Background: an optimization exercise with open tools, aiming at small area, a short achievable clock period and few clock cycles per item. Do not read the settings as production practice.
The RTL was checked by simulation tests, not by an equivalence proof against the original design.

north:
==> flow/design.v (excerpt) <==
module rgba_source_over_blend (
  input  logic        clk,
  input  logic        rst,
  input  logic        s_tvalid,
  output logic        s_tready,
  input  logic [63:0] s_tdata,
  output logic        m_tvalid,
  input  logic        m_tready,
  output logic [31:0] m_tdata
);
Settings: LEC_CHECK=0, ABC_AREA=1, CAP_MARGIN=0, CORE_MARGIN=2, CORE_UTILIZATION=40, CTS_BUF_LIST=sky130_fd_sc_hd__clkbuf_4 sky130_fd_sc_hd__clkbuf_8, PLACE_DENSITY=0.75, SETUP_SLACK_MARGIN=5, SLEW_MARGIN=0; clock period 10.0 ns.
run.sh (not shown) runs the stock make flow with config.mk's settings and CLKGATE_MAP_FILE= SYNTH_SCRIPT=/design/flow/synth_recipe.tcl, a recipe that flattens the netlist after the stock synthesis.
No stage failed in north, and the final checks on the layout all came back clean.
Testbench counts of north, summed over its fixed seeds: cycles 12,056, items 12,000.
#### Input delta (south over north)
Settings: removing PLACE_DENSITY (formerly 0.75).
Results
From north to south the numbers moved as follows: sequential share of layout area flat, post-route minimum period now sits higher. Between south and north, the difference in wire length is negligible. [south] setup slack fell 180 ps relative to north.

---

Another version of the RTL of rgba_source_over_blend (not shown whole).
Size: about 5400 cells after synthesis, ~690 flip-flops, ~100 I/O pins, about 56000 um^2 of cells after synthesis.
clock: 10.0 ns
lec_check: 0
cap_margin: 20
core_margin: 2
core_utilization: 40
setup_slack_margin: 5
slew_margin: 20
Testbench counts at the start, summed over its fixed seeds: cycles 12,056, items 12,000.
==> next run, changes <==
ABC_AREA = 1   (was default)
CAP_MARGIN = 0   (was 20)
CTS_BUF_LIST = sky130_fd_sc_hd__clkbuf_4 sky130_fd_sc_hd__clkbuf_8   (was default)
SLEW_MARGIN = 0   (was 20)
Routed wire length climbs by 3.9%.
Critical path depth climbs by 5.
Global-route usage climbs by 0.25 points.
Utilization drops by 5.4 points.
Fmax climbs by 12%.
Flip-flop and latch count is unchanged.
Register-to-register slack is better by 550 ps.

---

## v50
rgba_source_over_blend again, from the RTL that the note above started with.
Design rgba_source_over_blend, start of the top module:
module rgba_source_over_blend (
  input  logic        clk,
  input  logic        rst,
  input  logic        s_tvalid,
  output logic        s_tready,
  input  logic [63:0] s_tdata,
  output logic        m_tvalid,
  input  logic        m_tready,
  output logic [31:0] m_tdata
);
Settings: LEC_CHECK=0, ABC_AREA=1, CAP_MARGIN=0, CORE_MARGIN=2, CORE_UTILIZATION=50, CTS_BUF_LIST=sky130_fd_sc_hd__clkbuf_4 sky130_fd_sc_hd__clkbuf_8, PLACE_DENSITY=0.75, SETUP_SLACK_MARGIN=5, SLEW_MARGIN=0; clock period 10.0 ns.
v50 did not stop at any stage, and its layout met the timing, DRC and antenna checks.
Testbench counts of v50, summed over its fixed seeds: cycles 12,056, items 12,000.
#### Input delta (v26 over v50)
Settings: a change of CORE_UTILIZATION from 50 to 40; a deleted SETUP_SLACK_MARGIN that had been 5.
==> flow/flow/run.sh (new file) <==
#!/bin/bash
# Standard synthesis and layout (the standard.sh); the only change is a
# larger setup slack margin for the resizer's timing repair, so that it keeps
# improving the worst paths past the 10 ns constraint. Clock period, I/O
# delays and loads stay as in constraint.sdc. One log per ORFS step.
set -euo pipefail
MARGIN=5.4
for t in synth floorplan place cts route finish; do
  bash standard.sh SETUP_SLACK_MARGIN=$MARGIN $t > flow_$t.log 2>&1
done
==> flow/standard.sh (new file) <==
#!/bin/bash
# synth_recipe.tcl (not shown) runs the flow's synth.tcl, then flattens the netlist and writes it again
# the make line also repeats each setting of config.mk as NAME=value (left out here)
make -C /OpenROAD-flow-scripts/flow DESIGN_CONFIG=/design/flow/config.mk WORK_HOME=/design/flow/orfs CLKGATE_MAP_FILE= SYNTH_SCRIPT=/design/flow/synth_recipe.tcl "${@:-finish}"
removed: flow/run.sh
[summary]
v50 vs v26, uppermost layer routed: met4 vs met5. Delta (v26 minus v50): fraction of area in registers dropped 1.8 points, multi-input combinational cell count now sits at about the same level, global-route usage down 4.9 points. Re synthesis-to-layout area growth: v26 and v50 aren't equal, and the lower value belongs to v50.
#### Input delta (v44 over v26)
Settings: SLEW_MARGIN now 20, was 0; CTS_BUF_LIST no longer set, was sky130_fd_sc_hd__clkbuf_4 sky130_fd_sc_hd__clkbuf_8; PLACE_DENSITY no longer set, was 0.75; CAP_MARGIN now 20, was 0; SETUP_SLACK_MARGIN now 5, previously not set.
==> flow/run.sh (new file) <==
#!/bin/bash
# synth_recipe.tcl (not shown) runs the flow's synth.tcl, then flattens the netlist and writes it again
# the make line also repeats each setting of config.mk as NAME=value (left out here)
make -C /OpenROAD-flow-scripts/flow DESIGN_CONFIG=/design/flow/config.mk WORK_HOME=/design/flow/orfs CLKGATE_MAP_FILE= SYNTH_SCRIPT=/design/flow/synth_recipe.tcl finish
removed: flow/flow/run.sh
removed: flow/standard.sh
==> summary.txt <==
Re number of global-route vias before repair: v44 and v26 aren't equal, and the lower value belongs to v44. v44 against v26: total of clock buffers placed in the layout went down by 40%; non-clock buffer count now sits lower. | maximum frequency | higher: v26 |. Relative to v26, cell area decreased by 2500 sq um in v44. For area of the die, v26 and v44 come out practically identical. Looking at buffer share of cell area, v44 sits 2.5 points lower than v26 does. The worst clock skew of v44 was superior to that of v26.

## re-timing with driven ports
In the flow no input, the clock included, has a driving cell. The finished layouts below were timed again as built, in two steps.
Step 1: set_driving_cell puts a clkbuf_16 on clk and a buf_2 on each other input, an assumption about the parent block.
Step 2 times the ports against the registers' clock, not the clock port: input delays grow and output delays shrink by t, the midpoint of the rising clock arrivals with the driver on.
Three values: ideal, step 1, step 2; two values: the first two.
run	t, ns	setup slack, ns	worst setup path after step 2	latest minus earliest clock arrival (ns)	worst slew at a driven data input, ns
north	0.875	5.223 / 5.223 / 5.223	register to register	0.066 / 0.066	0.04
south	0.907	5.045 / 5.024 / 4.915	input to register	0.033 / 0.033	0.05
the first run of note 2	0.750	4.653 / 4.653 / 4.491	input to register	0.046 / 0.046	0.16
the second run of note 2	0.917	5.204 / 5.204 / 5.023	input to register	0.102 / 0.103	0.06
v50	0.874	5.158 / 5.158 / 5.158	register to register	0.066 / 0.066	0.07
v26	0.911	5.498 / 5.498 / 5.233	input to register	0.095 / 0.095	0.05
v44	0.766	5.229 / 5.229 / 5.012	input to register	0.082 / 0.082	0.06
After both steps setup and hold are still met in every run listed. The setup slack of v26, which loses most, moves by 0.000 ns with the drivers and by -0.265 ns with both steps.
